Background: an optimization exercise with open tools, aiming at small area. Do not read the settings as production practice.
In this exercise RTL edits were held to simulation tests only and were not proved equivalent to the original.
The clock port is modelled as an ideal driver; clocking choices that lean on that would not hold on a real chip.
Power figures rest on the tool's default switching activity, not on a simulated workload.

$ cat run.sh
#!/bin/bash
# synth_recipe.tcl (not shown) runs the flow's synth.tcl, then flattens the netlist and writes it again
# the make line also repeats each setting of config.mk as NAME=value (left out here)
make -C /OpenROAD-flow-scripts/flow DESIGN_CONFIG=/design/flow/config.mk WORK_HOME=/design/flow/orfs CLKGATE_MAP_FILE= SYNTH_SCRIPT=/design/flow/synth_recipe.tcl finish
$ cat config.mk
export PLATFORM = sky130hd
export DESIGN_NAME = mem_responder
export DESIGN_NICKNAME = mem_responder
export VERILOG_FILES = /design/flow/design.v
export SDC_FILE = /design/flow/constraint.sdc
export NUM_CORES = 4
export LEC_CHECK = 0
export CAP_MARGIN = 20
export CORE_MARGIN = 2
export CORE_UTILIZATION = 40
export SLEW_MARGIN = 20
$ cat constraint.sdc
create_clock -name core_clock -period 4.0 [get_ports {Clock}]
set_input_delay 0.8000 -clock core_clock [delete_from_list [all_inputs] [get_ports {Clock}]]
set_output_delay 0.8000 -clock core_clock [all_outputs]
set_load 0.01 [all_outputs]
$ cat design.v
module mem_responder #(
    parameter int unsigned DEPTH_WORDS = 64,
    parameter logic [31:0] IO_BASE     = 32'hFFFF_FF00
) (
    input  logic        Clock,
    input  logic        Reset,
    input  logic [31:0] Address,
    input  logic        Wr,
    input  logic [31:0] DataIn,
    output logic [31:0] DataOut,
    output logic [31:0] PortOut,
    output logic        Irq,
    output logic        ErrFlag
);
    localparam int unsigned IDX_W     = (DEPTH_WORDS > 1) ? $clog2(DEPTH_WORDS) : 1;
    localparam logic [32:0] RAM_BYTES = 33'(4 * DEPTH_WORDS);
    typedef enum logic [1:0] {
        REG_PORT   = 2'd0,
        REG_COUNT  = 2'd1,
        REG_CMP    = 2'd2,
        REG_STATUS = 2'd3
    } ioReg_t;
    logic [31:0]      ram [DEPTH_WORDS];
    logic [31:0]      portReg;
    logic [31:0]      countReg;
    logic [31:0]      cmpReg;
    logic             matchReg;
    logic             irqEnReg;
    logic             errReg;
    logic [31:0]      ioOffset;
    logic             aligned;
    logic             inRam;
    logic             inIo;
    logic             accessErr;
    logic             ramWr;
    logic             ioWr;
    logic [IDX_W-1:0] wordIdx;
    ioReg_t           ioSel;
    logic [31:0]      readData;
    always_comb begin
        ioOffset  = Address - IO_BASE;
        aligned   = (Address[1:0] == 2'b00);
        inRam     = ({1'b0, Address} < RAM_BYTES);
        inIo      = (ioOffset < 32'd16);
        accessErr = !aligned || !(inRam || inIo);
        ramWr     = Wr && !accessErr && inRam;
        ioWr      = Wr && !accessErr && !inRam && inIo;
        wordIdx   = Address[IDX_W+1:2];
        ioSel     = ioReg_t'(ioOffset[3:2]);
    end
    always_comb begin
        readData = '0;
        if (!accessErr) begin
            if (inRam) begin
                readData = ram[wordIdx];
            end else begin
                unique case (ioSel)
                    REG_PORT:   readData = portReg;
                    REG_COUNT:  readData = countReg;
                    REG_CMP:    readData = cmpReg;
                    REG_STATUS: readData = {30'b0, irqEnReg, matchReg};
                    default:    readData = '0;
                endcase
            end
        end
    end
    always_ff @(posedge Clock) begin
        if (ramWr) begin
            ram[wordIdx] <= DataIn;
        end
    end
    always_ff @(posedge Clock) begin
        if (Reset) begin
            DataOut  <= '0;
            portReg  <= '0;
            countReg <= '0;
            cmpReg   <= '0;
            matchReg <= 1'b0;
            irqEnReg <= 1'b0;
            errReg   <= 1'b0;
        end else begin
            DataOut <= readData;
            if (ioWr && ioSel == REG_PORT) begin
                portReg <= DataIn;
            end
            if (ioWr && ioSel == REG_COUNT) begin
                countReg <= DataIn;
            end else begin
                countReg <= countReg + 32'd1;
            end
            if (ioWr && ioSel == REG_CMP) begin
                cmpReg <= DataIn;
            end
            if (countReg == cmpReg) begin
                matchReg <= 1'b1;
            end else if (ioWr && ioSel == REG_STATUS && DataIn[0]) begin
                matchReg <= 1'b0;
            end
            if (ioWr && ioSel == REG_STATUS) begin
                irqEnReg <= DataIn[1];
            end
            if (accessErr) begin
                errReg <= 1'b1;
            end
        end
    end
    assign PortOut = portReg;
    assign Irq     = matchReg & irqEnReg;
    assign ErrFlag = errReg;
endmodule
==> results of run 1 <==
==> power breakdown <==
group | switching (mW) | leakage [nW] | internal (mW)
clock network | 8.69 | 3.33 | 11.1
registers | 0.00795 | 19.5 | 24.9
logic | 1.56 | 9.26 | 0.898
total | 10.3 | 32.0 | 36.9
==> synth_stat cells (all sizes together) (7+ instances only) <==
cell | n | area share, %
inv | 10 | 0.044
o21ai | 29 | 0.17
clkbuf | 122 | 0.54
nand2b | 8 | 0.068
buf | 106 | 0.69
nor4 | 17 | 0.14
a22o | 12 | 0.12
nand3 | 19 | 0.11
nor3 | 30 | 0.21
xor2 | 14 | 0.15
nand2 | 64 | 0.28
mux2i | 237 | 2.8
o32ai | 7 | 0.073
mux4 | 552 | 15
a211oi | 44 | 0.43
xnor2 | 48 | 0.50
a21oi | 44 | 0.26
o221ai | 10 | 0.10
nor2b | 8 | 0.059
edfxtp | 2048 | 73
dfxtp | 131 | 3.1
a221oi | 9 | 0.10
nand4 | 21 | 0.17
o22ai | 34 | 0.25
nor2 | 223 | 0.99
a22oi | 46 | 0.41
==> critical path, delay by kind of cell <==
family | cells | cell delay, ns
and+or+nand+nor | 1 | 0.95
AOI/OAI and AO/OA | 2 | 0.48
buffers and inverters | 4 | 1.19
muxes | 2 | 0.74
==> area by class of cell <==
cell class	count	area, um2	area share (%)
clock buffers	282	5730	5.72
flip-flops and latches	2179	64100	64.0
inverters	10	45.0	0.0450
clock inverters	116	1150	1.15
repair buffers	543	5790	5.78
well taps	2805	3510	3.50
multi-input cells	1541	19800	19.8
diodes	5	12.5	0.0125
==> final timing paths <==
path | start | end | depth (start not counted)
min reg2reg | cmpReg[6] | cmpReg[6] | 2
max | Address[3] | DataOut[1] | 9
min | DataIn[2] | ram[55][2] | 1
max reg2reg | ram[3][1] | DataOut[1] | 6
==> through the flow <==
stage	TNS, ns	instances	worst slack [ns]	cell area [um2]
floorplan	-377.01	3958	-0.317	84500
global placement	-15.02	7077	-0.566	93200
detailed placement	-7.85	7077	-0.297	93200
CTS	0	7475	0.600	100000
global route	0	7477	0.398	100000
finish	0	7481	0.457	100000
==> per-layer routing <==
metal  up-vias  global-route usage, %
met5         -                      0
met4         8                   6.51
met3       327                   5.17
met2      2164                   34.4
met1     23507                   32.2
li1      17671                      -
==> registers in the layout, indices dropped and copies added (netlist names) <==
signal / cells
DataOut: 32
ram: 2048
errReg: 1
portReg: 32
cmpReg: 32
matchReg: 1
irqEnReg: 1
countReg: 32
==> cells by family (layout without fill, tap and decap cells) <==
family / after synthesis / after routing / share of synthesized area (%)
other: 0 / 5 / 0
XOR/XNOR: 62 / 62 / 0.643
multiplexers: 793 / 793 / 17.6
flip-flops: 2179 / 2179 / 75.9
buffers and inverters: 238 / 951 / 1.27
adder cells (fa/ha/maj): 1 / 1 / 0.0148
AO/OA/AOI/OAI: 264 / 264 / 2.27
AND/OR/NAND/NOR: 421 / 421 / 2.30
==> reports/summary.txt, run 1 <==
==================================================================================================
Wire per inst                                                                              32.6 um
Post-route total power                                                                     47.1 mW
Cells along the critical path                                                         buf_8 > buf_4 > buf_4 > mux4_2 > mux2i_1 > o22ai_1 > nor4_1 > buf_4 > a211oi_1
Leakage component of the power                                                             32.0 nW
DRC violations left                                                                              0
Floorplan die area                                                                      215000 um2
P per Cell Area                                                                         470 nW/um2
Initial antenna violation count                                                                 21
Dpl hpwl                                                                                 158000 um
Yosys warns                                                                                      1
Post-Route WL                                                                            244000 um
Post-CTS Repair Setup Buffers                                                                    0
Post-layout util                                                                             47.7%
Total GRT Usage                                                                              22.5%
Met2 WL post-DR                                                                          113000 um
Worst IR Drop VDD                                                                           371 uV
Commonest non-fill, non-tap cell in the layout                                            edfxtp_1
Number of synthesized flops with an enable pin                                                2048
Path type of the worst min-delay path                                                       in2reg
Cts bufs inserted                                                                              214
Max-slew headroom at the worst pin                                                           22.4%
Slack of the worst reg-to-reg path                                                         0.89 ns
Synth-to-layout area growth                                                                  18.6%
Peak fanout along the critical path                                                             31
Classification of the worst setup path                                                      in2reg
Time the final worst path needs with I/O delays and setup                                  3.54 ns
Gate count after technology mapping                                                           3958
Number of nets with antenna violations after routing                                             0
Final estimated routing congestion in global placement                                       0.889
Met3 WL post-DR                                                                           22700 um
Final max-slew violation count                                                                   0
Share of synthesized area occupied by flip-flops and latches                                 75.9%
Initial core utilization                                                                     40.3%
Met1 Wirelength                                                                          101000 um
Final setup violation count                                                                      0
Critical path data arrival time                                                            4.23 ns
Run status                                                                            finished clean
Register bit count reported by yosys                                                          2179
Avg Cell Area, Syn                                                                        21.3 um2
Max-cap viol count                                                                               0
Clock transition time at the flip-flop clock pins of the worst setup and hold paths        0.06 ns
Via count of the first global-routing pass                                                   43248
Top layer reached by signal wires                                                             met5
Worst Hold Margin                                                                         0.356 ns
Most instantiated flip-flop cell in the synthesis netlist                                 edfxtp_1
Share of async-settable or async-resettable flops after synthesis                               0%
Maximum number of pins on one net before global-route repair                                   101
CTS H-Tree Depth                                                                                 4
Required arrival time at the worst endpoint                                                4.69 ns
Via Count                                                                                    43677
Unrepaired setup endpoints after global routing                                              false
Fraction of final layout cells with drive strength greater than 1                            30.2%
Starting DRT DRC Count                                                                        6136
First-pass GRT wire length                                                               340000 um
Most frequent cell on the critical path                                                      buf_4
Overflow left after global routing                                                               0
Mapped Area                                                                              84500 um2
Number of sinks driven by the clock tree                                                      2179
Placeable core area                                                                     210000 um2
Hold Fails Final Rpt                                                                             0
Root buffer cell                                                                         clkbuf_16
Post-route clock skew                                                                    0.0664 ns
Site Rows                                                                                      168
Top library cells by usage in the layout, fill and taps aside                         2048 x edfxtp_1, 552 x mux4_2, 297 x buf_4, 237 x mux2i_1, 216 x clkbuf_16
Transition at the pin with the smallest max-transition slack                               1.16 ns
Count of nets after finishing                                                                 4557
Longest Clk Path Bufs                                                                            3
Highest Clock Rate                                                                         282 MHz
Slowest cell delay on critical path                                                        0.95 ns
Max stage delay cell, worst path                                                            nor4_1
Number of I/O pins                                                                             133
Length of the first detailed-routing pass in iterations                                          7
Fillcell total                                                                               17125
Input/output buffers                                                                           132
Ratio of final minimum period to clock period                                                88.6%
Kind of end point of the critical path                                                   flip-flop
Die width                                                                                   464 um
Number of vias per cell after detailed routing                                                5.84
Count of cell types in the netlist                                                              66
Overall die height                                                                          464 um
Post-CTS Hold Fix Bufs                                                                           0
Startpoint type of the worst setup path                                               primary input
Clock tree from TritonCTS                                                                    built
Cells resized by post-CTS repair                                                                 0
Insertion delay of the later-clocked pin in the worst-skew pair                            0.86 ns
==================================================================================================
==> run 2: changes to the inputs <==
==> flow/run.sh (new file) <==
#!/bin/bash
# Standard synthesis and layout (the standard.sh) with these changes to the ORFS steps:
#  - ports buffered with buf_2 instead of the resizer's default pick (a slow delay buffer);
#  - clock tree synthesis without dummy loads and with larger sink clusters;
# Each ORFS step keeps its own log under orfs/logs/; make's output goes to standard_flow.log.
set -euo pipefail
CTS="-sink_clustering_enable -repair_clock_nets -dont_use_dummy_load -buf_list {sky130_fd_sc_hd__clkbuf_16} -sink_clustering_size 20 -sink_clustering_max_diameter 100"
bash standard.sh "CTS_ARGS=$CTS" "BUFFER_PORTS_ARGS=-buffer_cell sky130_fd_sc_hd__buf_2" finish > standard_flow.log 2>&1
==> standard.sh (new file) <==
#!/bin/bash
# synth_recipe.tcl (not shown) runs the flow's synth.tcl, then flattens the netlist and writes it again
# the make line also repeats each setting of config.mk as NAME=value (left out here)
make -C /OpenROAD-flow-scripts/flow DESIGN_CONFIG=/design/flow/config.mk WORK_HOME=/design/flow/orfs CLKGATE_MAP_FILE= SYNTH_SCRIPT=/design/flow/synth_recipe.tcl "${@:-finish}"
removed: run.sh
==> run 2 against run 1 <==
  * Still clean on timing, DRC and antenna
  * Critical path depth is the same
  * First-iteration DRC count decreased by 2.4%
  * Synthesized area did not move
  * Worst hold slack worse by 0.051 ns
  * Final area is 4.6% lower
  * Sequential power is essentially flat
  * Non-clock buffer count down 26
  * Global-route usage shrank 0.36 points
==> reports/summary.txt, run 2 <==
==================================================================================================
Run status                                                                            finished clean
Largest cells by area after synthesis                                                 edfxtp_1 73%, mux4_2 15%, dfxtp_1 3.1%
Longest Clk Path Bufs                                                                            3
Max stage delay cell, worst path                                                            nor4_1
Final estimated routing congestion in global placement                                       0.902
P per Cell Area                                                                         412 nW/um2
Starting DRT DRC Count                                                                        5988
Most repeated cell in the gate-level netlist after synthesis                              edfxtp_1
Maximum number of pins on one net before global-route repair                                   101
Commonest non-fill, non-tap cell in the layout                                            edfxtp_1
Highest Clock Rate                                                                         278 MHz
Path type of the worst min-delay path                                                       in2reg
Total GRT Usage                                                                              22.1%
Fraction of final layout cells with drive strength greater than 1                            29.6%
Count of cell types in the netlist                                                              66
Number of I/O pins                                                                             133
Clock tree from TritonCTS                                                                    built
WP buf/inv                                                                                       4
Via Count                                                                                    43105
Initial core utilization                                                                     40.3%
Critical path data arrival time                                                            4.24 ns
Number of nets with antenna violations after routing                                             0
Storage cell area                                                                        64100 um2
Wire per inst                                                                              33.6 um
Max-slew headroom at the worst pin                                                           22.4%
Gate count after technology mapping                                                           3958
Mapped Area                                                                              84500 um2
Post-CTS Hold Fix Bufs                                                                           0
Worst reg-to-reg path cell count                                                                 6
Cells along the critical path                                                         buf_8 > buf_12 > buf_12 > mux4_2 > mux4_2 > o211a_1 > nor4_1 > buf_4 > nor3_2
Post-layout util                                                                             45.5%
Top library cells by usage in the layout, fill and taps aside                         2048 x edfxtp_1, 552 x mux4_2, 276 x buf_4, 237 x mux2i_1, 157 x nor2_1
Initial antenna violation count                                                                 24
Leakage component of the power                                                             30.2 nW
Area share of the leading cell type in the synthesized netlist                               72.8%
Global-route track usage on met3                                                             3.37%
Placeable core area                                                                     210000 um2
Insertion delay of the later-clocked pin in the worst-skew pair                            0.79 ns
Slowest cell delay on critical path                                                        0.83 ns
Via count of the first global-routing pass                                                   41948
Die width                                                                                   464 um
Met1 layer usage reported by global route                                                    32.8%
DRC violations left                                                                              0
Met2 Track Usage GR                                                                          34.5%
Multi-input logic area                                                                   19800 um2
Flip-flop count of the largest register after layout                                          2048
Share of async-settable or async-resettable flops after synthesis                               0%
Count of nets after finishing                                                                 4436
Number of synthesized flops with an enable pin                                                2048
Yosys warns                                                                                      1
Floorplan die area                                                                      215000 um2
Register with the most flip-flops                                                              ram
Time the final worst path needs with I/O delays and setup                                  3.60 ns
Required arrival time at the worst endpoint                                                4.64 ns
CTS H-Tree Depth                                                                                 3
CP delay by family, top                                                               multiplexers
Synth-to-layout area growth                                                                  13.1%
Commonest cells post-synth                                                            2048 x edfxtp_1, 552 x mux4_2, 237 x mux2i_1
Input/output buffers                                                                           132
Peak fanout along the critical path                                                             27
Transition at the pin with the smallest max-transition slack                               1.15 ns
Register bit count reported by yosys                                                          2179
Post-route total power                                                                     39.4 mW
Final setup violation count                                                                      0
Grt peak-use layer                                                                            met2
Clock transition time at the flip-flop clock pins of the worst setup and hold paths        0.08 ns
Ratio of final minimum period to clock period                                                90.1%
Fillcell total                                                                               17471
Site Rows                                                                                      168
Final max-slew violation count                                                                   0
Post-route clock skew                                                                    0.0686 ns
Post-Route WL                                                                            241000 um
Avg Cell Area, Syn                                                                        21.3 um2
Critical path depth                                                                              9
Classification of the worst setup path                                                      in2reg
Number of sinks driven by the clock tree                                                      2179
Number of vias per cell after detailed routing                                                6.01
Startpoint type of the worst setup path                                               primary input
Hold Fails Final Rpt                                                                             0
Max-cap viol count                                                                               0
Kind of end point of the critical path                                                   flip-flop
Overflow left after global routing                                                               0
Worst IR Drop VDD                                                                           389 uV
Share of synthesized area occupied by flip-flops and latches                                 75.9%
Overall die height                                                                          464 um
Most instantiated flip-flop cell in the synthesis netlist                                 edfxtp_1
Hold depth                                                                                       3
Post-CTS Repair Setup Buffers                                                                    0
Dpl hpwl                                                                                 152000 um
First-pass GRT wire length                                                               336000 um
Cts bufs inserted                                                                              119
Unrepaired setup endpoints after global routing                                              false
Cells resized by post-CTS repair                                                                 0
Root buffer cell                                                                         clkbuf_16
Length of the first detailed-routing pass in iterations                                          5
Top cell type by total area after synthesis                                               edfxtp_1
==================================================================================================
-- run 2: changes by cell type in the layout (fill, tap and decap cells not counted), moves of 14 or more --
| cell | change |
|---|---|
| clkinv_1 | -37 |
| buf_2 | +91 |
| buf_4 | -21 |
| clkdlybuf4s50_1 | -93 |
| clkinv_2 | -38 |
| clkbuf_16 | -97 |
| bufinv_16 | -14 |
| clkbuf_1 | -58 |
-- run 2: tightest hold or removal path: stages --
cell	delay, ns
buf_2	0.10
nor4_1	0.05
nor2_1	0.07
-- run 2: path summary, 6_finish.rpt --
| path | endpoint | slack, ns | start |
|---|---|---|---|
| worst min register to register | errReg | 0.52 | errReg |
| worst max register to register | DataOut[9] | 1.03 | ram[28][9] |
| worst min-delay path | errReg | 0.30 | Address[1] |
| worst max-delay path | DataOut[9] | 0.40 | Address[2] |
-- run 2: kinds of logic (layout without fill, tap and decap cells) --
| family | after synthesis | after routing | share of synthesized area, % |
|---|---|---|---|
| flops | 2179 | 2179 | 75.9 |
| mux | 793 | 793 | 17.6 |
| simple gates | 421 | 421 | 2.30 |
| compound gates | 264 | 264 | 2.27 |
| buf+inv | 238 | 646 | 1.27 |
| xor+xnor | 62 | 62 | 0.643 |
| fa+ha+maj | 1 | 1 | 0.0148 |
| other cells | 0 | 4 | 0 |
-- run 2: cell type report --
class	instances	area share, %
Inverter	10	0.0472
Timing Repair Buffer	517	5.31
Tap cell	2805	3.67
Antenna cell	4	0.0105
Sequential cell	2179	67.1
Clock buffer	119	3.12
Multi-Input combinational cell	1541	20.7
-- run 2: through the flow --
stage | worst slack [ns] | std cells | setup TNS (ns) | hold slack [ns] | cell area [um2]
after floorplan | -0.317 | 3958 | -377.01 | 0.459 | 84500
after global placement | -0.752 | 7051 | -1.82 | 0.503 | 92500
after detailed placement | -0.526 | 7052 | -1.18 | 0.507 | 92500
after CTS | 0.294 | 7171 | 0 | 0.254 | 95500
after global routing | 0.356 | 7172 | 0 | 0.295 | 95500
final | 0.397 | 7175 | 0 | 0.305 | 95500
-- run 2: per-layer routing --
| metal | wire, um | vias up |
|---|---|---|
| met4 | 6210 | 18 |
| met2 | 112000 | 2031 |
| li1 | - | 17188 |
| met1 | 102000 | 23609 |
| met3 | 20100 | 259 |
| met5 | 120 | - |
-- run 2: where the power goes --
part / internal [mW] / total, mW / switching [mW]
Sequential: 24.9 / 24.9 / 0.00631
Clock: 5.25 / 12.1 / 6.87
Combinational: 0.865 / 2.35 / 1.48
==> run 3: changes to the inputs <==
==> flow/run.sh (replaced) <==
#!/bin/bash
# Standard synthesis and layout (the standard.sh) with these changes to the ORFS steps:
#  - ports buffered with buf_2 instead of the resizer's default pick (a slow delay buffer);
#  - clock tree synthesis without dummy loads and with larger sink clusters;
#  - the placement, resizing, CTS and global-route repairs may not use the largest buffers
#    or delay cells (flow/small_buffers.tcl, sourced before each of those steps).
# Each ORFS step keeps its own log under orfs/logs/; make's output goes to standard_flow.log.
set -euo pipefail
HOOK="$PWD/flow/small_buffers.tcl"
CTS="-sink_clustering_enable -repair_clock_nets -dont_use_dummy_load -buf_list {sky130_fd_sc_hd__clkbuf_16} -sink_clustering_size 20 -sink_clustering_max_diameter 100"
bash standard.sh "CTS_ARGS=$CTS" "BUFFER_PORTS_ARGS=-buffer_cell sky130_fd_sc_hd__buf_2" \
  PRE_GLOBAL_PLACE_TCL=$HOOK PRE_RESIZE_TCL=$HOOK PRE_CTS_TCL=$HOOK PRE_GLOBAL_ROUTE_TCL=$HOOK \
  PRE_REPAIR_TIMING_POST_PLACE_TCL=$HOOK PRE_DETAIL_ROUTE_TCL=$HOOK PRE_FLOORPLAN_TCL=$HOOK \
  finish > standard_flow.log 2>&1
==> flow/small_buffers.tcl (new file) <==
# Keep the resizer's buffering and upsizing to the smaller buffer and gate sizes.
set_dont_use {sky130_fd_sc_hd__buf_12 sky130_fd_sc_hd__buf_16 sky130_fd_sc_hd__bufbuf_16 sky130_fd_sc_hd__bufbuf_8 sky130_fd_sc_hd__bufinv_16 sky130_fd_sc_hd__bufinv_8 sky130_fd_sc_hd__inv_12 sky130_fd_sc_hd__inv_16 sky130_fd_sc_hd__clkinv_16 sky130_fd_sc_hd__clkdlybuf4s50_1 sky130_fd_sc_hd__clkdlybuf4s25_1 sky130_fd_sc_hd__clkdlybuf4s18_1 sky130_fd_sc_hd__clkdlybuf4s15_1 sky130_fd_sc_hd__clkdlybuf4s50_2 sky130_fd_sc_hd__clkdlybuf4s25_2 sky130_fd_sc_hd__clkdlybuf4s18_2 sky130_fd_sc_hd__clkdlybuf4s15_2}
==> run 3 against run 2 <==
  * Routed wire length increased by 1.2%
  * Global-route usage increased by 0.23 points
  * Clock power about the same
  * Via count increased by 0.43%
  * Total power decreased by 0.17%
  * Sequential share of layout area increased by 0.97 points
  * Setup slack got worse by 0.093 ns
  * First-iteration DRC count decreased by 2.3%
  * Still clean
  * Worst hold slack improved by 0.019 ns
  * Synthesized area unchanged
  * Register-to-register slack got worse by 0.02 ns
  * Cell count increased by 0.52%
==> reports/summary.txt, run 3 <==
==================================================================================================
Run status                                                                            finished clean
Post-route clock skew                                                                    0.0901 ns
Critical path data arrival time                                                            4.28 ns
Path type of the worst min-delay path                                                       in2reg
Top library cells by usage in the layout, fill and taps aside                         2048 x edfxtp_1, 552 x mux4_2, 237 x mux2i_1, 234 x buf_2, 157 x nor2_1
Hold path startpoint                                                                    Address[1]
First-pass GRT wire length                                                               338000 um
Total GRT Usage                                                                              22.3%
Post-route total power                                                                     39.3 mW
Met3 WL post-DR                                                                           22000 um
Final setup violation count                                                                      0
Startpoint type of the worst setup path                                               primary input
Clock group share of total power                                                             30.9%
Die width                                                                                   464 um
Final worst-path setup slack                                                              0.304 ns
Leakage component of the power                                                             29.7 nW
Site Rows                                                                                      168
Avg Cell Area, Syn                                                                        21.3 um2
Met2 WL post-DR                                                                          114000 um
Number of synthesized flops with an enable pin                                                2048
Largest family of logic cells by synthesized area                                     multiplexers
CP delay by family, top                                                               simple AND/OR/NAND/NOR gates
Area share of the leading cell type in the synthesized netlist                               72.8%
Initial antenna violation count                                                                 27
Synthesized-area fraction occupied by xor and xnor cells                                    0.643%
Clock tree from TritonCTS                                                                    built
Commonest cells post-synth                                                            2048 x edfxtp_1, 552 x mux4_2, 237 x mux2i_1
Reg2reg start                                                                           ram[19][1]
Max-cap viol count                                                                               0
Cts bufs inserted                                                                              119
Register bit count reported by yosys                                                          2179
P per Cell Area                                                                         417 nW/um2
Share of async-settable or async-resettable flops after synthesis                               0%
Final estimated routing congestion in global placement                                       0.916
Slowest cell delay on critical path                                                        1.08 ns
Share of synthesized area spent on multiplexers                                              17.6%
Number of nets with antenna violations after routing                                             0
Classification of the worst setup path                                                      in2reg
Post-synthesis compound-gate area fraction                                                   2.27%
Kind of end point of the critical path                                                   flip-flop
Register with the most flip-flops                                                              ram
Commonest non-fill, non-tap cell in the layout                                            edfxtp_1
Peak fanout along the critical path                                                             52
Most repeated cell in the gate-level netlist after synthesis                              edfxtp_1
Overall die height                                                                          464 um
Max-slew headroom at the worst pin                                                           16.7%
Transition at the pin with the smallest max-transition slack                               1.24 ns
Setup WS pre-CTS                                                                         -0.356 ns
Flip-flop count of the largest register after layout                                          2048
Post-CTS Repair Setup Buffers                                                                    0
Count of nets after finishing                                                                 4468
Input/output buffers                                                                           132
Highest Clock Rate                                                                         271 MHz
Required arrival time at the worst endpoint                                                4.59 ns
Cells resized by post-CTS repair                                                                 0
Via count of the first global-routing pass                                                   42085
Time the final worst path needs with I/O delays and setup                                  3.70 ns
Synthesized-area fraction occupied by adder cells                                          0.0148%
Maximum number of pins on one net before global-route repair                                    68
Floorplan die area                                                                      215000 um2
Worst IR Drop VDD                                                                           376 uV
Placeable core area                                                                     210000 um2
WP buf/inv                                                                                       3
Largest cells by area after synthesis                                                 edfxtp_1 73%, mux4_2 15%, dfxtp_1 3.1%
Unrepaired setup endpoints after global routing                                              false
Max stage delay cell, worst path                                                            nor4_1
Ratio of final minimum period to clock period                                                92.4%
Fillcell total                                                                               17838
Number of sinks driven by the clock tree                                                      2179
Synthesized-area fraction occupied by and/or/nand/nor cells                                  2.30%
Multi-input logic area                                                                   19800 um2
Starting DRT DRC Count                                                                        5848
Post-Route WL                                                                            243000 um
Wire per inst                                                                              33.8 um
Crit. Startpoint                                                                       Address[31]
Fraction of final layout cells with drive strength greater than 1                            28.1%
Length of the first detailed-routing pass in iterations                                          6
Mapped Area                                                                              84500 um2
Top layer reached by signal wires                                                             met5
Number of vias per cell after detailed routing                                                6.00
Insertion delay of the later-clocked pin in the worst-skew pair                            0.79 ns
Number of I/O pins                                                                             133
Hold Fails Final Rpt                                                                             0
DRC violations left                                                                              0
Via Count                                                                                    43289
Final max-slew violation count                                                                   0
Post-CTS Hold Fix Bufs                                                                           0
Cells along the critical path                                                         buf_2 > or4_1 > nor4_4 > buf_4 > o21ai_0 > nor4_1 > buf_2 > a211oi_1
Storage cell area                                                                        64100 um2
Internal cell power                                                                        30.9 mW
Dpl hpwl                                                                                 158000 um
Post-layout util                                                                             44.9%
Most instantiated flip-flop cell in the synthesis netlist                                 edfxtp_1
Gate count after technology mapping                                                           3958
Met1 Wirelength                                                                          101000 um
Synth-to-layout area growth                                                                  11.5%
Clock transition time at the flip-flop clock pins of the worst setup and hold paths        0.09 ns
Most frequent cell on the critical path                                                      buf_2
Overflow left after global routing                                                               0
Yosys warns                                                                                      1
Count of cell types in the netlist                                                              66
Flop pwr share                                                                               63.3%
Switching Fraction                                                                           21.3%
Top cell type by total area after synthesis                                               edfxtp_1
Initial core utilization                                                                     40.3%
Share of synthesized area occupied by flip-flops and latches                                 75.9%
NetSw                                                                                      8.37 mW
Combinational cell fraction of total power                                                    5.7%
==================================================================================================
run 3: cell counts after synthesis:
No cell type changed its count.
run 3: final timing paths:
check | end | slack [ns] | cells past startpoint
setup / recovery | DataOut[1] | 0.30 | 8
hold / removal | errReg | 0.32 | 3
setup reg to reg | DataOut[1] | 1.01 | 6
hold reg to reg | portReg[21] | 0.54 | 2
run 3: layout make-up:
| class | count | share of cell area, % |
|---|---|---|
| Sequential cell | 2179 | 68.1 |
| Timing Repair Buffer | 549 | 3.94 |
| Inverter | 10 | 0.0478 |
| Antenna cell | 9 | 0.0239 |
| Clock buffer | 119 | 3.16 |
| Tap cell | 2805 | 3.73 |
| Multi-Input combinational cell | 1541 | 21.0 |
run 3: worst min-delay path: stages:
cell and delay [ns]:
buf_2 0.12, nor4_1 0.06, nor2_1 0.07
run 3: cell families (layout without fill, tap and decap cells):
| family | after synthesis | after routing |
|---|---|---|
| AO/OA/AOI/OAI | 264 | 264 |
| XOR/XNOR | 62 | 62 |
| adder cells (fa/ha/maj) | 1 | 1 |
| buffers and inverters | 238 | 678 |
| flip-flops | 2179 | 2179 |
| multiplexers | 793 | 793 |
| other | 0 | 9 |
| AND/OR/NAND/NOR | 421 | 421 |
run 3: layer usage:
metal	global-route usage (%)	up-vias
met5	0	-
met4	5.54	16
met3	4.12	273
met2	35.1	2126
met1	32.3	23601
li1	-	17273
run 3: metrics by stage:
stage,setup TNS [ns],instance area (um2),hold slack (ns),std cells
after floorplan,-377.01,84500,0.459,3958
after global placement,-1.29,91200,0.500,7083
after detailed placement,-0.383,91200,0.523,7084
after CTS,0,94200,0.268,7203
after global routing,0,94200,0.299,7204
final,0,94200,0.324,7212
run 3: power by group through the flow:
stage               logic (mW)  clock network [mW]  registers [mW]
floorplan                 1.09                   0            25.4
global placement          2.23                   0            25.4
detailed placement        2.26                   0            25.4
CTS                       2.26                12.3            24.9
global route              2.36                13.1            24.9
finish                    2.25                12.1            24.9
==> run 4: changes to the inputs <==
==> design.v (replaced) <==
module mem_responder #(
    parameter int unsigned DEPTH_WORDS = 64,
    parameter logic [31:0] IO_BASE     = 32'hFFFF_FF00
) (
    input  logic        Clock,
    input  logic        Reset,
    input  logic [31:0] Address,
    input  logic        Wr,
    input  logic [31:0] DataIn,
    output logic [31:0] DataOut,
    output logic [31:0] PortOut,
    output logic        Irq,
    output logic        ErrFlag
);
    localparam int unsigned IDX_W = (DEPTH_WORDS > 1) ? $clog2(DEPTH_WORDS) : 1;
    logic [31:0]      ram [DEPTH_WORDS];
    logic [31:0]      portReg;
    logic [31:0]      countReg;
    logic [31:0]      cmpReg;
    logic             matchReg;
    logic             irqEnReg;
    logic             errReg;
    logic             aligned, inRam, inIo, accessErr;
    logic             ramOk, ioOk, ramRdOk, ioRdOk;
    logic [IDX_W-1:0] wordIdx;
    logic [DEPTH_WORDS-1:0] wordHit;
    logic [3:0]       ioHit;
    logic [31:0]      ramRd, ioRd;
    logic [31:0]      countInc;
    always_comb begin
        aligned   = (Address[1:0] == 2'b00);
        inRam     = (Address[31:IDX_W+2] == '0);
        inIo      = (Address[31:4] == IO_BASE[31:4]);
        accessErr = !aligned || !(inRam || inIo);
        ramOk     = aligned && inRam;
        ioOk      = aligned && inIo;
        ramRdOk   = ramOk && !Reset;
        ioRdOk    = ioOk && !Reset;
        wordIdx   = Address[IDX_W+1:2];
        for (int i = 0; i < 4; i++) ioHit[i] = (Address[3:2] == 2'(i));
        for (int w = 0; w < DEPTH_WORDS; w++) wordHit[w] = (wordIdx == IDX_W'(w));
    end
    logic [31:0] grpRd [DEPTH_WORDS/4];
    logic [DEPTH_WORDS/4-1:0] grpHit;
    always_comb begin
        for (int g = 0; g < DEPTH_WORDS/4; g++) begin
            grpRd[g]  = ram[4*g + int'(wordIdx[1:0])];
            grpHit[g] = (wordIdx[IDX_W-1:2] == (IDX_W-2)'(g));
        end
        ramRd = '0;
        for (int g = 0; g < DEPTH_WORDS/4; g++)
            ramRd = ramRd | ({32{grpHit[g]}} & grpRd[g]);
    end
    always_comb begin
        ioRd = ({32{ioHit[0] & ioRdOk}} & portReg)
             | ({32{ioHit[1] & ioRdOk}} & countReg)
             | ({32{ioHit[2] & ioRdOk}} & cmpReg)
             | ({32{ioHit[3] & ioRdOk}} & {30'b0, irqEnReg, matchReg});
    end
    assign countInc = countReg + 32'd1;
    always_ff @(posedge Clock) begin
        for (int w = 0; w < DEPTH_WORDS; w++)
            if (Wr && ramOk && wordHit[w]) ram[w] <= DataIn;
    end
    always_ff @(posedge Clock) begin
        DataOut <= ({32{ramRdOk}} & ramRd) | ioRd;
        if (Reset) begin
            portReg  <= '0;
            countReg <= '0;
            cmpReg   <= '0;
            matchReg <= 1'b0;
            irqEnReg <= 1'b0;
            errReg   <= 1'b0;
        end else begin
            if (Wr && ioOk && ioHit[0]) portReg <= DataIn;
            if (Wr && ioOk && ioHit[1]) countReg <= DataIn;
            else                        countReg <= countInc;
            if (Wr && ioOk && ioHit[2]) cmpReg <= DataIn;
            if (countReg == cmpReg)                           matchReg <= 1'b1;
            else if (Wr && ioOk && ioHit[3] && DataIn[0])     matchReg <= 1'b0;
            if (Wr && ioOk && ioHit[3]) irqEnReg <= DataIn[1];
            if (accessErr) errReg <= 1'b1;
        end
    end
    assign PortOut = portReg;
    assign Irq     = matchReg & irqEnReg;
    assign ErrFlag = errReg;
endmodule
==> run 4 against run 3 <==
  * Count of clock-buffer cells in the layout stayed put
  * Synthesized area is 1.7% lower
  * Die area is 1.7% lower
  * Sequential power hardly changed
  * Clock skew is 0.026 ns lower
  * Combinational power is 11% lower
  * Critical path depth is 1 higher
  * Setup slack better by 0.55 ns
  * Worst hold slack better by 0.13 ns
  * Largest power group unchanged
==> reports/summary.txt, run 4 <==
==================================================================================================
Max stage delay cell, worst path                                                            nor3_1
Peak fanout along the critical path                                                             16
Via count of the first global-routing pass                                                   41872
Cells along the critical path                                                         buf_2 > nor4_1 > nand4_1 > nor3_1 > buf_1 > nand3b_1 > buf_6 > nor2_4 > buf_4
Ratio of final minimum period to clock period                                                78.7%
Most repeated cell in the gate-level netlist after synthesis                              edfxtp_1
Required arrival time at the worst endpoint                                                4.42 ns
Unrepaired setup endpoints after global routing                                              false
Path type of the worst min-delay path                                                      reg2reg
Starting DRT DRC Count                                                                        7031
Post-CTS Repair Setup Buffers                                                                    0
Count of nets after finishing                                                                 4343
Flip-flop count of the largest register after layout                                          2048
Cts bufs inserted                                                                              119
Post-Route WL                                                                            256000 um
Register bit count reported by yosys                                                          2179
Internal cell power                                                                        30.8 mW
Placeable core area                                                                     207000 um2
First-pass GRT wire length                                                               349000 um
Reg-to-reg critical path endpoint                                                       DataOut[2]
Post-route total power                                                                     39.1 mW
DRC violations left                                                                              0
Register with the most flip-flops                                                              ram
Share of async-settable or async-resettable flops after synthesis                               0%
Length of the first detailed-routing pass in iterations                                          5
Clock transition time at the flip-flop clock pins of the worst setup and hold paths        0.09 ns
Hold depth                                                                                       2
Total cell area at the placement stage                                                   89700 um2
Overall die height                                                                          460 um
P per Cell Area                                                                         421 nW/um2
Wire per inst                                                                              36.7 um
Gate count after technology mapping                                                           3882
Fillcell total                                                                               17202
Startpoint type of the worst setup path                                               primary input
Classification of the worst setup path                                                      in2reg
Final setup violation count                                                                      0
Slowest cell delay on critical path                                                        0.56 ns
Top cell type by total area after synthesis                                               edfxtp_1
Total GRT Usage                                                                              24.0%
Floorplan die area                                                                      211000 um2
Most instantiated flip-flop cell in the synthesis netlist                                 edfxtp_1
WP buf/inv                                                                                       4
Site Rows                                                                                      167
Time the final worst path needs with I/O delays and setup                                  3.15 ns
Largest cells by area after synthesis                                                 edfxtp_1 74%, mux4_2 14%, dfxtp_1 3.2%
Dpl hpwl                                                                                 157000 um
CP delay by family, top                                                               simple AND/OR/NAND/NOR gates
Number of sinks driven by the clock tree                                                      2179
Count of cell types in the netlist                                                              44
Reg2reg start                                                                           ram[28][2]
Worst reg-to-reg path cell count                                                                 5
Max-cap viol count                                                                               0
Post-CTS Hold Fix Bufs                                                                           0
Number of nets with antenna violations after routing                                             0
Mapped Area                                                                              83100 um2
Highest Clock Rate                                                                         318 MHz
Number of vias per cell after detailed routing                                                6.30
Input/output buffers                                                                           132
Post-route clock skew                                                                    0.0637 ns
NetSw                                                                                      8.26 mW
Transition at the pin with the smallest max-transition slack                               1.13 ns
Final max-slew violation count                                                                   0
Clock tree from TritonCTS                                                                    built
Worst IR Drop VDD                                                                           475 uV
Hold path startpoint                                                                        errReg
Number of I/O pins                                                                             133
Top library cells by usage in the layout, fill and taps aside                         2048 x edfxtp_1, 512 x mux4_2, 256 x a22oi_1, 217 x buf_2, 168 x nor2_1
Area share of the leading cell type in the synthesized netlist                               74.0%
Cells resized by post-CTS repair                                                                 0
Layout Cell Area excl Fill                                                               92800 um2
Switching Fraction                                                                           21.2%
Fraction of final layout cells with drive strength greater than 1                            28.3%
Yosys warns                                                                                      3
Number of synthesized flops with an enable pin                                                2048
Clock group share of total power                                                             31.2%
Slack of the worst reg-to-reg path                                                         1.49 ns
Endpoint, Worst Hold                                                                        errReg
Avg Cell Area, Syn                                                                        21.4 um2
Initial core utilization                                                                     40.2%
Critical path data arrival time                                                            3.57 ns
Setup total negative slack                                                                    0 ns
Insertion delay of the later-clocked pin in the worst-skew pair                            0.80 ns
Overflow left after global routing                                                               0
Initial antenna violation count                                                                 22
Combinational cell fraction of total power                                                    5.1%
Leakage component of the power                                                             28.8 nW
Kind of end point of the critical path                                                   flip-flop
Run status                                                                            finished clean
Commonest cells post-synth                                                            2048 x edfxtp_1, 512 x mux4_2, 256 x a22oi_1
Maximum number of pins on one net before global-route repair                                   102
Final estimated routing congestion in global placement                                       0.863
Hold Fails Final Rpt                                                                             0
Max-slew headroom at the worst pin                                                           24.5%
Share of synthesized area occupied by flip-flops and latches                                 77.2%
Synth-to-layout area growth                                                                  11.7%
Commonest non-fill, non-tap cell in the layout                                            edfxtp_1
Flop pwr share                                                                               63.7%
Die width                                                                                   460 um
Via Count                                                                                    43970
==================================================================================================
[run 4: cell count changes after synthesis, moves of 39 or more]
cell	delta
buf_2	-39
nand4_1	+75
a22oi_1	+210
mux4_2	-40
nand2_1	-39
mux2i_1	-139
[run 4: area by class of cell]
class | count | area (um2) | area share [%]
inverters | 5 | 18.8 | 0.0202
clock buffers | 119 | 2980 | 3.21
flip-flops and latches | 2179 | 64100 | 69.1
diodes | 4 | 10.0 | 0.0108
multi-input cells | 1461 | 18600 | 20.0
well taps | 2704 | 3380 | 3.65
repair buffers | 509 | 3700 | 3.99
[run 4: how the worst max path moves through the flow]
stage                     startpoint     endpoint  slack, ns  cells after the start
after floorplan           Address[2]   ram[14][0]      -0.80                      8
after global placement    Address[3]   DataOut[6]       0.18                      8
after detailed placement  Address[3]  DataOut[30]       0.18                      8
after CTS                 Address[3]  DataOut[30]       1.02                      8
after global routing      Address[3]   DataOut[6]       0.84                      8
final                     Address[9]  ram[41][29]       0.85                      9
[run 4: power groups by stage]
stage | sequential, mW | clock (mW) | combinational [mW]
after floorplan | 25.4 | 0 | 0.933
after global placement | 25.4 | 0 | 1.97
after detailed placement | 25.4 | 0 | 1.99
after CTS | 24.9 | 12.4 | 1.99
after global routing | 24.9 | 13.1 | 2.11
final | 24.9 | 12.2 | 2.01
[run 4: per-layer routing]
| metal | up-vias | track usage [%] | wire, um |
|---|---|---|---|
| met5 | - | 0 | 108 |
| met4 | 18 | 6.03 | 6610 |
| met3 | 329 | 5.34 | 28300 |
| met2 | 2768 | 37.6 | 120000 |
| met1 | 23850 | 34.1 | 101000 |
| li1 | 17005 | - | - |
[run 4: metrics by stage]
step	utilization (%)	instances	worst slack, ns	hold WS, ns
2_1_floorplan	-	3882	-0.798	0.470
4_1_cts	44.9	6975	1.02	0.454
3_3_place_gp	43.4	6856	0.183	0.439
6_report	44.9	6981	0.854	0.450
5_1_grt	44.9	6977	0.844	0.456
3_5_place_dp	43.4	6856	0.184	0.442
[run 4: kinds of logic after synthesis]
| family | share of synthesized area, % |
|---|---|
| multiplexers | 15.1 |
| flip-flops | 77.2 |
| AND/OR/NAND/NOR | 2.58 |
| adder cells (fa/ha/maj) | 0.0151 |
| XOR/XNOR | 0.654 |
| AO/OA/AOI/OAI | 3.30 |
| buffers and inverters | 1.18 |
[run 4: tightest hold or removal path: cells and delay by family (launching register included)]
family | cells | cell delay [ns]
AOI/OAI and AO/OA | 1 | 0.05
buffers and inverters | 1 | 0.04
DFF | 1 | 0.32
==> run 5: changes to the inputs <==
==> flow/run.sh (replaced) <==
#!/bin/bash
# Standard synthesis and layout (the standard.sh) with these changes to the ORFS steps:
#  - the floorplan step only removes synthesis buffers instead of upsizing gates against
#    the unplaced netlist's timing (REMOVE_ABC_BUFFERS=1);
#  - ports buffered with buf_2 instead of the resizer's default pick (a slow delay buffer);
#  - clock tree synthesis without dummy loads and with larger sink clusters;
#  - the placement, resizing, CTS and global-route repairs may not use the largest buffers
#    or delay cells (flow/small_buffers.tcl, sourced before each of those steps).
# Each ORFS step keeps its own log under orfs/logs/; make's output goes to standard_flow.log.
set -euo pipefail
HOOK="$PWD/flow/small_buffers.tcl"
CTS="-sink_clustering_enable -repair_clock_nets -dont_use_dummy_load -buf_list {sky130_fd_sc_hd__clkbuf_16} -sink_clustering_size 25 -sink_clustering_max_diameter 110"
bash standard.sh "CTS_ARGS=$CTS" "BUFFER_PORTS_ARGS=-buffer_cell sky130_fd_sc_hd__buf_2" REMOVE_ABC_BUFFERS=1 \
  PRE_GLOBAL_PLACE_TCL=$HOOK PRE_RESIZE_TCL=$HOOK PRE_CTS_TCL=$HOOK PRE_GLOBAL_ROUTE_TCL=$HOOK \
  PRE_REPAIR_TIMING_POST_PLACE_TCL=$HOOK PRE_DETAIL_ROUTE_TCL=$HOOK PRE_FLOORPLAN_TCL=$HOOK \
  finish > standard_flow.log 2>&1
--- a/config.mk
+++ b/config.mk
@@ -7,5 +7,5 @@
 export LEC_CHECK = 0
 export CAP_MARGIN = 20
 export CORE_MARGIN = 2
-export CORE_UTILIZATION = 40
+export CORE_UTILIZATION = 50
 export SLEW_MARGIN = 20
==> run 5 against run 4 <==
  * Utilization is 10 points higher
  * Critical path depth unchanged
  * Synthesized area is the same
  * Largest power group unchanged
  * Critical endpoint is now ram[30][10]
  * Via count is 1.1% lower
==> reports/summary.txt, run 5 <==
==================================================================================================
Post-layout util                                                                             55.3%
P per Cell Area                                                                         415 nW/um2
Time the final worst path needs with I/O delays and setup                                  2.95 ns
Via Count                                                                                    43475
Final worst-path setup slack                                                               1.05 ns
Number of I/O pins                                                                             133
Post-Route WL                                                                            256000 um
Register with the most flip-flops                                                              ram
Gate count after technology mapping                                                           3882
Clock tree from TritonCTS                                                                    built
Count of cell types in the netlist                                                              44
Cells resized by post-CTS repair                                                                 0
Number of sinks driven by the clock tree                                                      2179
Initial core utilization                                                                     50.3%
Input/output buffers                                                                           132
Cts bufs inserted                                                                               97
Run status                                                                            finished clean
Area share of the leading cell type in the synthesized netlist                               74.0%
Number of synthesized flops with an enable pin                                                2048
Flip-flop count of the largest register after layout                                          2048
Peak fanout along the critical path                                                             22
Floorplan die area                                                                      169000 um2
Final setup violation count                                                                      0
Wire per inst                                                                              40.1 um
Synth-to-layout area growth                                                                  9.83%
Global-route track usage on met3                                                             4.95%
First-pass GRT wire length                                                               350000 um
Transition at the pin with the smallest max-transition slack                               1.20 ns
Setup WS pre-CTS                                                                          0.337 ns
Dpl hpwl                                                                                 161000 um
Met1 layer usage reported by global route                                                    44.2%
Most instantiated flip-flop cell in the synthesis netlist                                 edfxtp_1
Clock transition time at the flip-flop clock pins of the worst setup and hold paths        0.11 ns
Worst reg-to-reg path cell count                                                                 5
Yosys warns                                                                                      3
Insertion delay of the later-clocked pin in the worst-skew pair                            0.76 ns
DRC violations left                                                                              0
Initial antenna violation count                                                                  4
Met2 Track Usage GR                                                                          46.8%
Top library cells by usage in the layout, fill and taps aside                         2048 x edfxtp_1, 512 x mux4_2, 256 x a22oi_1, 194 x buf_2, 168 x nor2_1
Commonest cells post-synth                                                            2048 x edfxtp_1, 512 x mux4_2, 256 x a22oi_1
Top cell type by total area after synthesis                                               edfxtp_1
Max-slew headroom at the worst pin                                                           20.2%
Share of async-settable or async-resettable flops after synthesis                               0%
Grt peak-use layer                                                                            met2
Total GRT Usage                                                                              30.4%
Avg Cell Area, Syn                                                                        21.4 um2
Classification of the worst setup path                                                      in2reg
Maximum number of pins on one net before global-route repair                                    84
Register bit count reported by yosys                                                          2179
Final max-slew violation count                                                                   0
Critical path data arrival time                                                            3.33 ns
Layout Cell Area excl Fill                                                               91200 um2
Post-CTS Hold Fix Bufs                                                                           0
Post-CTS Repair Setup Buffers                                                                    0
Count of nets after finishing                                                                 4278
Site Rows                                                                                      149
Fraction of final layout cells with drive strength greater than 1                            27.5%
Setup total negative slack                                                                    0 ns
Overall die height                                                                          412 um
Total cell area at the placement stage                                                   88800 um2
Commonest non-fill, non-tap cell in the layout                                            edfxtp_1
Required arrival time at the worst endpoint                                                4.38 ns
Mapped Area                                                                              83100 um2
Path type of the worst min-delay path                                                       in2reg
Starting DRT DRC Count                                                                        6687
Post-route clock skew                                                                    0.0466 ns
Final estimated routing congestion in global placement                                       0.903
Hold depth                                                                                       2
Ratio of final minimum period to clock period                                                73.9%
Max-cap viol count                                                                               0
Largest cells by area after synthesis                                                 edfxtp_1 74%, mux4_2 14%, dfxtp_1 3.2%
Placeable core area                                                                     165000 um2
Overflow left after global routing                                                               0
Startpoint type of the worst setup path                                               primary input
Worst IR Drop VDD                                                                           344 uV
Length of the first detailed-routing pass in iterations                                         26
Die width                                                                                   412 um
Number of vias per cell after detailed routing                                                6.80
Kind of end point of the critical path                                                   flip-flop
Unrepaired setup endpoints after global routing                                              false
Most repeated cell in the gate-level netlist after synthesis                              edfxtp_1
Number of nets with antenna violations after routing                                             0
Leakage component of the power                                                             28.3 nW
Via count of the first global-routing pass                                                   41812
Highest Clock Rate                                                                         339 MHz
Hold Fails Final Rpt                                                                             0
Share of synthesized area occupied by flip-flops and latches                                 77.2%
==================================================================================================
## run 5: cell types whose count changed in the layout (fill, tap and decap cells not counted), sizes merged
cell    change
clkbuf     -26
buf        -39
diode       -3
## run 5: stage by stage
step	power [mW]	hold WS (ns)	instances
2_1_floorplan	26.1	0.463	3645
3_3_place_gp	27.3	0.434	6300
3_5_place_dp	27.3	0.455	6300
4_1_cts	38.0	0.408	6397
5_1_grt	38.7	0.431	6397
6_report	37.8	0.454	6398
## run 5: worst paths after layout
check	from	to	slack, ns
worst max-delay path	Address[9]	ram[30][10]	1.05
worst min-delay path	Reset	countReg[2]	0.45
worst max register to register	countReg[30]	matchReg	1.37
worst min register to register	errReg	errReg	0.47
## run 5: worst max-delay path: stages
cell and delay [ns]:
buf_2 0.12, nor4_1 0.31, nand4_1 0.24, nor3_1 0.31, buf_1 0.33, nand3b_1 0.12
buf_4 0.31, nor3_2 0.31, buf_6 0.42
## run 5: report_power, final
group / total (mW) / leakage (nW) / internal (mW) / switching, mW
Sequential: 24.9 / 19.5 / 24.9 / 0.00833
Clock: 11.0 / 1.20 / 4.34 / 6.68
Combinational: 1.93 / 7.69 / 0.671 / 1.25
## run 5: cell families (layout without fill, tap and decap cells)
group	count (synthesis)	after routing	synth area share, %
DFF	2179	2179	77.2
muxes	610	610	15.1
and+or+nand+nor	433	433	2.58
AOI/OAI and AO/OA	355	355	3.30
buffers and inverters	242	568	1.18
xor gates and xnor gates	62	62	0.654
adders and majority gates	1	1	0.0151
other	0	1	0
## run 5: layout make-up
cell class	count	area, um2
Antenna cell	1	2.50
Clock buffer	97	2430
Fill cell	12442	73800
Inverter	5	18.8
Multi-Input combinational cell	1461	18600
Sequential cell	2179	64100
Tap cell	2189	2740
Timing Repair Buffer	466	3340
## run 5: layer usage
metal	part of all wire (%)	vias up
li1	-	16843
met1	39	23635
met2	47	2592
met3	9.6	401
met4	4.3	4
met5	0.010	-
==> run 6: changes to the inputs <==
--- a/design.v
+++ b/design.v
@@ -62,20 +62,22 @@
         for (int w = 0; w < DEPTH_WORDS; w++)
             if (Wr && ramOk && wordHit[w]) ram[w] <= DataIn;
     end
+    logic [31:0] loadVal;
+    assign loadVal = DataIn & {32{!Reset}};
+    always_ff @(posedge Clock) begin
+        if (Reset || (Wr && ioOk && ioHit[0])) portReg <= loadVal;
+        if (Reset || (Wr && ioOk && ioHit[2])) cmpReg  <= loadVal;
+    end
     always_ff @(posedge Clock) begin
         DataOut <= ({32{ramRdOk}} & ramRd) | ioRd;
         if (Reset) begin
-            portReg  <= '0;
             countReg <= '0;
-            cmpReg   <= '0;
             matchReg <= 1'b0;
             irqEnReg <= 1'b0;
             errReg   <= 1'b0;
         end else begin
-            if (Wr && ioOk && ioHit[0]) portReg <= DataIn;
             if (Wr && ioOk && ioHit[1]) countReg <= DataIn;
             else                        countReg <= countInc;
-            if (Wr && ioOk && ioHit[2]) cmpReg <= DataIn;
             if (countReg == cmpReg)                           matchReg <= 1'b1;
             else if (Wr && ioOk && ioHit[3] && DataIn[0])     matchReg <= 1'b0;
             if (Wr && ioOk && ioHit[3]) irqEnReg <= DataIn[1];
==> run 6 against run 5 <==
  * Still clean
  * Register-to-register slack better by 0.22 ns
  * Via count is 0.71% lower
  * Sequential cell count stayed put
  * Maximum frequency is 1.9% lower
  * Cell count is 2.0% lower
  * Synthesized area is 0.29% lower
  * Die area is 0.28% lower
  * Routed wire length is 0.39% lower
  * Synthesized cell count is 2.5% lower
  * Non-clock buffer count is 42 lower
  * Combinational power is 3% higher
  * Critical path type unchanged
  * Largest cell class unchanged
==> reports/summary.txt, run 6 <==
==================================================================================================
Run status                                                                            finished clean
Largest cells by area after synthesis                                                 edfxtp_1 77%, mux4_2 14%, a22oi_1 2.3%
Fillcell total                                                                               12514
Site Rows                                                                                      149
Post-route total power                                                                     38.1 mW
Flip-flop count of the largest register after layout                                          2048
Share of async-settable or async-resettable flops after synthesis                               0%
Final setup violation count                                                                      0
Setup total negative slack                                                                    0 ns
Time the final worst path needs with I/O delays and setup                                  3.01 ns
Reg2reg start                                                                          countReg[0]
Hold depth                                                                                       2
Max stage delay cell, worst path                                                           and4b_2
Yosys warns                                                                                      3
Crit. Startpoint                                                                        Address[5]
Gate count after technology mapping                                                           3785
Most repeated cell in the gate-level netlist after synthesis                              edfxtp_1
Post-Route WL                                                                            255000 um
Worst reg-to-reg path cell count                                                                 6
Starting DRT DRC Count                                                                        6915
Critical path data arrival time                                                            3.61 ns
Slack of the worst reg-to-reg path                                                         1.59 ns
Startpoint type of the worst setup path                                               primary input
Cts bufs inserted                                                                               97
DRC violations left                                                                              0
Via count of the first global-routing pass                                                   41076
Slowest cell delay on critical path                                                        0.52 ns
Worst IR Drop VDD                                                                           400 uV
Share of synthesized area occupied by flip-flops and latches                                 78.2%
Overflow left after global routing                                                               0
Die width                                                                                   411 um
Max-slew headroom at the worst pin                                                           18.9%
Register bit count reported by yosys                                                          2179
Clock transition time at the flip-flop clock pins of the worst setup and hold paths        0.10 ns
Post-layout instance count excluding filler cells                                             6269
Wire per inst                                                                              40.7 um
Placed insts                                                                                  6168
Final max-slew violation count                                                                   0
Placeable core area                                                                     165000 um2
Kind of end point of the critical path                                                   flip-flop
Floorplan die area                                                                      169000 um2
Top cell type by total area after synthesis                                               edfxtp_1
Post-route clock skew                                                                    0.0585 ns
Highest Clock Rate                                                                         332 MHz
Max-cap viol count                                                                               0
Hold path startpoint                                                                      matchReg
Hold Fails Final Rpt                                                                             0
Cells along the critical path                                                         buf_2 > buf_1 > and4b_2 > buf_6 > a22oi_1 > nand4_1 > nor2_1 > o22ai_1
First-pass GRT wire length                                                               345000 um
Input/output buffers                                                                           132
Number of sinks driven by the clock tree                                                      2179
Clock tree from TritonCTS                                                                    built
Length of the first detailed-routing pass in iterations                                          5
P per Cell Area                                                                         421 nW/um2
Classification of the worst setup path                                                      in2reg
Avg Cell Area, Syn                                                                        21.9 um2
Maximum number of pins on one net before global-route repair                                    68
Required arrival time at the worst endpoint                                                4.60 ns
Number of I/O pins                                                                             133
Post-layout util                                                                             55.0%
Layout Cell Area excl Fill                                                               90600 um2
Total cell area at the placement stage                                                   88200 um2
Commonest non-fill, non-tap cell in the layout                                            edfxtp_1
Initial core utilization                                                                     50.3%
Via Count                                                                                    43165
Leakage component of the power                                                             27.5 nW
Overall die height                                                                          411 um
Mapped Area                                                                              82800 um2
Number of nets with antenna violations after routing                                             0
Ratio of final minimum period to clock period                                                75.3%
Path type of the worst min-delay path                                                      reg2reg
Commonest cells post-synth                                                            2112 x edfxtp_1, 514 x mux4_2, 256 x a22oi_1
Number of synthesized flops with an enable pin                                                2112
Insertion delay of the later-clocked pin in the worst-skew pair                            0.76 ns
Cells resized by post-CTS repair                                                                 0
Dpl hpwl                                                                                 157000 um
Post-CTS Repair Setup Buffers                                                                    0
Number of vias per cell after detailed routing                                                6.89
Most instantiated flip-flop cell in the synthesis netlist                                 edfxtp_1
Final estimated routing congestion in global placement                                       0.881
Count of cell types in the netlist                                                              43
Fraction of final layout cells with drive strength greater than 1                            26.8%
Top library cells by usage in the layout, fill and taps aside                         2112 x edfxtp_1, 514 x mux4_2, 256 x a22oi_1, 188 x buf_2, 111 x buf_4
Synth-to-layout area growth                                                                  9.43%
Area share of the leading cell type in the synthesized netlist                               76.6%
Total GRT Usage                                                                              30.2%
Register with the most flip-flops                                                              ram
Unrepaired setup endpoints after global routing                                              false
Transition at the pin with the smallest max-transition slack                               1.21 ns
Count of nets after finishing                                                                 4146
Initial antenna violation count                                                                 18
Peak fanout along the critical path                                                             19
Post-CTS Hold Fix Bufs                                                                           0
==================================================================================================
==> run 6: power by group <==
group | switching [mW] | total [mW] | internal (mW)
clock | 6.66 | 11.0 | 4.34
combinational | 1.27 | 1.98 | 0.702
sequential | 0.0940 | 25.1 | 25.0
==> run 6: layout make-up <==
type / count / area [um2] / share of cell area [%]
Antenna cell: 4 / 10.0 / 0.0110
Clock buffer: 97 / 2430 / 2.68
Inverter: 10 / 37.5 / 0.0414
Multi-Input combinational cell: 1366 / 17700 / 19.5
Sequential cell: 2179 / 64800 / 71.5
Tap cell: 2189 / 2740 / 3.02
Timing Repair Buffer: 424 / 2970 / 3.28
==> run 6: layer usage <==
metal / wire [um] / share of wire (%) / GRT usage (%) / vias to the layer above
met5: 54 / 0.021 / 0 / -
met4: 8630 / 3.4 / 8.99 / 10
met3: 28500 / 11 / 6.37 / 368
met2: 118000 / 46 / 45.9 / 2802
met1: 100000 / 39 / 44.4 / 23506
li1: - / - / - / 16479
==> run 6: final timing paths <==
kind / end
hold reg to reg: matchReg
hold / removal: matchReg
setup / recovery: DataOut[19]
setup reg to reg: countReg[28]
==> run 6: cell families after synthesis <==
logic type | synth area share [%]
buf+inv | 1.20
xor+xnor | 0.645
mux | 14.4
flops | 78.2
compound gates | 3.07
simple gates | 2.50
fa+ha+maj | 0.0151
==> run 6: worst max-delay path: cells and delay by family <==
family | cells | cell delay (ns)
AO/OA/AOI/OAI | 2 | 0.45
buffers and inverters | 3 | 1.18
AND/OR/NAND/NOR | 3 | 1.14
==> run 6: through the flow <==
step / hold WS [ns] / setup slack (ns)
6_report: 0.499 / 0.987
5_1_grt: 0.498 / 1.04
4_1_cts: 0.463 / 1.15
3_5_place_dp: 0.487 / 0.328
3_3_place_gp: 0.477 / 0.308
2_1_floorplan: 0.453 / -0.784
==> run 7: changes to the inputs <==
--- a/flow/run.sh
+++ b/flow/run.sh
@@ -9,7 +9,7 @@
 # Each ORFS step keeps its own log under orfs/logs/; make's output goes to standard_flow.log.
 set -euo pipefail
 HOOK="$PWD/flow/small_buffers.tcl"
-CTS="-sink_clustering_enable -repair_clock_nets -dont_use_dummy_load -buf_list {sky130_fd_sc_hd__clkbuf_16} -sink_clustering_size 25 -sink_clustering_max_diameter 110"
+CTS="-sink_clustering_enable -repair_clock_nets -dont_use_dummy_load -buf_list {sky130_fd_sc_hd__clkbuf_16} -sink_clustering_size 32 -sink_clustering_max_diameter 90"
 bash standard.sh "CTS_ARGS=$CTS" "BUFFER_PORTS_ARGS=-buffer_cell sky130_fd_sc_hd__buf_2" REMOVE_ABC_BUFFERS=1 \
   PRE_GLOBAL_PLACE_TCL=$HOOK PRE_RESIZE_TCL=$HOOK PRE_CTS_TCL=$HOOK PRE_GLOBAL_ROUTE_TCL=$HOOK \
   PRE_REPAIR_TIMING_POST_PLACE_TCL=$HOOK PRE_DETAIL_ROUTE_TCL=$HOOK PRE_FLOORPLAN_TCL=$HOOK \
--- a/config.mk
+++ b/config.mk
@@ -7,5 +7,5 @@
 export LEC_CHECK = 0
 export CAP_MARGIN = 20
 export CORE_MARGIN = 2
-export CORE_UTILIZATION = 50
+export CORE_UTILIZATION = 66
 export SLEW_MARGIN = 20
==> run 7 against run 6 <==
  * Largest cell class unchanged
  * Sequential cell count unchanged
  * Critical path depth is 1 higher
  * Cell count shrank 8.3%
  * Final area shrank 1.2%
  * Sequential share of layout area increased by 0.83 points
  * Largest power group unchanged
==> reports/summary.txt, run 7 <==
==================================================================================================
Commonest non-fill, non-tap cell in the layout                                            edfxtp_1
Share of synthesized area spent on multiplexers                                              14.4%
Die width                                                                                   358 um
Cells resized by post-CTS repair                                                                 0
Number of nets with antenna violations after routing                                             0
Cells along the critical path                                                         buf_2 > buf_1 > and4b_2 > a22oi_1 > buf_2 > nand4_1 > buf_1 > nor2_1 > o22ai_1
Top cell type by total area after synthesis                                               edfxtp_1
Number of I/O pins                                                                             133
Transition at the pin with the smallest max-transition slack                               1.22 ns
Post-CTS Hold Fix Bufs                                                                           0
Classification of the worst setup path                                                      in2reg
Hold Fails Final Rpt                                                                             0
Fraction of final layout cells with drive strength greater than 1                            26.7%
Fillcell total                                                                                7248
Run status                                                                            finished clean
Ratio of final minimum period to clock period                                                82.6%
Worst reg-to-reg path cell count                                                                 5
Critical path depth                                                                              9
Synth-to-layout area growth                                                                  8.17%
Critical path data arrival time                                                            3.86 ns
Met1 Wirelength                                                                           86100 um
Insertion delay of the later-clocked pin in the worst-skew pair                            0.73 ns
Met2 WL post-DR                                                                          113000 um
Max-slew headroom at the worst pin                                                           18.8%
Startpoint type of the worst setup path                                               primary input
Count of cell types in the netlist                                                              43
Max-cap viol count                                                                               0
Placeable core area                                                                     124000 um2
P per Cell Area                                                                         415 nW/um2
Floorplan die area                                                                      128000 um2
Post-layout util                                                                             72.2%
Initial core utilization                                                                     66.7%
Max stage delay cell, worst path                                                           and4b_2
Via Count                                                                                    43880
Hold depth                                                                                       2
Overflow left after global routing                                                               0
Highest Clock Rate                                                                         302 MHz
Largest family of logic cells by synthesized area                                     multiplexers
Number of synthesized flops with an enable pin                                                2112
Post-Route WL                                                                            242000 um
First-pass GRT wire length                                                               333000 um
Post-synthesis compound-gate area fraction                                                   3.07%
Largest cells by area after synthesis                                                 edfxtp_1 77%, mux4_2 14%, a22oi_1 2.3%
Met3 WL post-DR                                                                           32300 um
Register with the most flip-flops                                                              ram
Mapped Area                                                                              82800 um2
Cts bufs inserted                                                                               78
Final worst-path setup slack                                                              0.694 ns
Final setup violation count                                                                      0
Flip-flop count of the largest register after layout                                          2048
Post-layout instance count excluding filler cells                                             5747
Dpl hpwl                                                                                 157000 um
Count of nets after finishing                                                                 4174
Clock transition time at the flip-flop clock pins of the worst setup and hold paths        0.12 ns
Share of synthesized area occupied by flip-flops and latches                                 78.2%
Unrepaired setup endpoints after global routing                                              false
Commonest cells post-synth                                                            2112 x edfxtp_1, 514 x mux4_2, 256 x a22oi_1
Area share of the leading cell type in the synthesized netlist                               76.6%
Post-route clock skew                                                                    0.0617 ns
Time the final worst path needs with I/O delays and setup                                  3.31 ns
Final max-slew violation count                                                                   0
Worst IR Drop VDD                                                                           451 uV
Site Rows                                                                                      129
Initial antenna violation count                                                                 20
WP buf/inv                                                                                       4
Clock tree from TritonCTS                                                                    built
Synthesized-area fraction occupied by xor and xnor cells                                    0.645%
Most repeated cell in the gate-level netlist after synthesis                              edfxtp_1
Most instantiated flip-flop cell in the synthesis netlist                                 edfxtp_1
Kind of end point of the critical path                                                   flip-flop
Post-CTS Repair Setup Buffers                                                                    0
Yosys warns                                                                                      3
Avg Cell Area, Syn                                                                        21.9 um2
Share of async-settable or async-resettable flops after synthesis                               0%
Synthesized-area fraction occupied by and/or/nand/nor cells                                  2.50%
DRC violations left                                                                              0
Input/output buffers                                                                           132
CP delay by family, top                                                               buffers and inverters
Placed insts                                                                                  5663
Slowest cell delay on critical path                                                        0.93 ns
Via count of the first global-routing pass                                                   41792
Starting DRT DRC Count                                                                        8442
Register bit count reported by yosys                                                          2179
Top library cells by usage in the layout, fill and taps aside                         2112 x edfxtp_1, 514 x mux4_2, 256 x a22oi_1, 215 x buf_2, 135 x buf_4
Overall die height                                                                          358 um
Wire per inst                                                                              42.2 um
Maximum number of pins on one net before global-route repair                                    67
Path type of the worst min-delay path                                                      reg2reg
Number of sinks driven by the clock tree                                                      2179
Number of vias per cell after detailed routing                                                7.64
Peak fanout along the critical path                                                             17
Setup WS pre-CTS                                                                          0.179 ns
Length of the first detailed-routing pass in iterations                                          6
Gate count after technology mapping                                                           3785
Total GRT Usage                                                                              38.4%
Required arrival time at the worst endpoint                                                4.56 ns
Synthesized-area fraction occupied by adder cells                                          0.0151%
Final estimated routing congestion in global placement                                       0.954
Top layer reached by signal wires                                                             met5
Leakage component of the power                                                             27.3 nW
==================================================================================================
## run 7: cell counts after synthesis
No cell type changed its count.
## run 7: cells by family after synthesis
logic type,count (synthesis)
DFF,2179
muxes,546
xor gates and xnor gates,61
buffers and inverters,240
adders and majority gates,1
AOI/OAI and AO/OA,356
and+or+nand+nor,402
## run 7: layer usage
metal	GRT usage, %	vias up
met2	58.3	3604
met3	8.56	507
met5	0	-
met4	14.9	12
met1	55.9	23218
li1	-	16539
## run 7: cell type report
type / instances / area [um2] / area share [%]
timing repair buffer: 471 / 3090 / 3.45
antenna: 6 / 15.0 / 0.0168
sequential: 2179 / 64800 / 72.3
inverter: 10 / 37.5 / 0.0419
clock buffer: 78 / 1950 / 2.18
tap: 1637 / 2050 / 2.29
multi-input combinational: 1366 / 17700 / 19.7
## run 7: worst min-delay path, delay by kind of cell (launching register included)
family | cells | cell delay, ns
AOI/OAI and AO/OA | 2 | 0.15
DFF | 1 | 0.34
## run 7: final timing paths
kind / endpoint / startpoint / slack (ns)
worst max-delay path: DataOut[20] / Address[4] / 0.69
worst min-delay path: matchReg / matchReg / 0.53
worst max register to register: countReg[31] / countReg[4] / 1.35
worst min register to register: matchReg / matchReg / 0.53
## run 7: per-stage QoR
stage / hold WS [ns] / area, um2 / power [mW] / TNS [ns]
after global placement: 0.485 / 87600 / 27.7 / 0
final: 0.527 / 89600 / 37.1 / 0
after global routing: 0.542 / 89600 / 37.9 / 0
after detailed placement: 0.505 / 87600 / 27.7 / 0
after CTS: 0.522 / 89600 / 37.1 / 0
after floorplan: 0.453 / 81900 / 26.4 / -116.95
## run 7: power breakdown
group | internal, mW | switching [mW]
clock | 3.55 | 6.34
combinational | 0.728 | 1.39
sequential | 25.0 | 0.0905
total | 29.3 | 7.83

-- static timing again, ports no longer ideal --
The flow's constraints put no driver on any port. The routed layouts listed below were extracted and timed again, unchanged, in two steps.
Step 1 assumes that a clkbuf_16 drives the clock port and a buf_2 every other input.
Step 2 moves the port delays by t, midway between the first and last clock arrival at a register: inputs arrive t later, outputs are due t later. That takes back most of the time a late clock gives input paths.
Slacks: no drivers / after step 1 / after step 2; pairs: no drivers / after step 1.
run	shift t [ns]	setup slack, ns	clock arrival spread, ns
run 1	0.907	0.457 / 0.463 / -0.444	0.071 / 0.071
run 2	0.851	0.397 / 0.407 / -0.444	0.076 / 0.076
run 3	0.836	0.304 / 0.368 / -0.468	0.100 / 0.099
run 4	0.865	0.854 / 0.923 / 0.058	0.105 / 0.105
run 5	0.821	1.046 / 1.116 / 0.295	0.065 / 0.066
run 6	0.822	0.987 / 1.017 / 0.195	0.069 / 0.069
run 7	0.777	0.694 / 0.750 / -0.027	0.063 / 0.064
With both steps, setup timing fails in run 1, run 2, run 3 and run 7, where it was met with ideal ports. The setup slack of run 1, which loses most, moves by +0.006 ns with the drivers and by -0.901 ns with both steps.
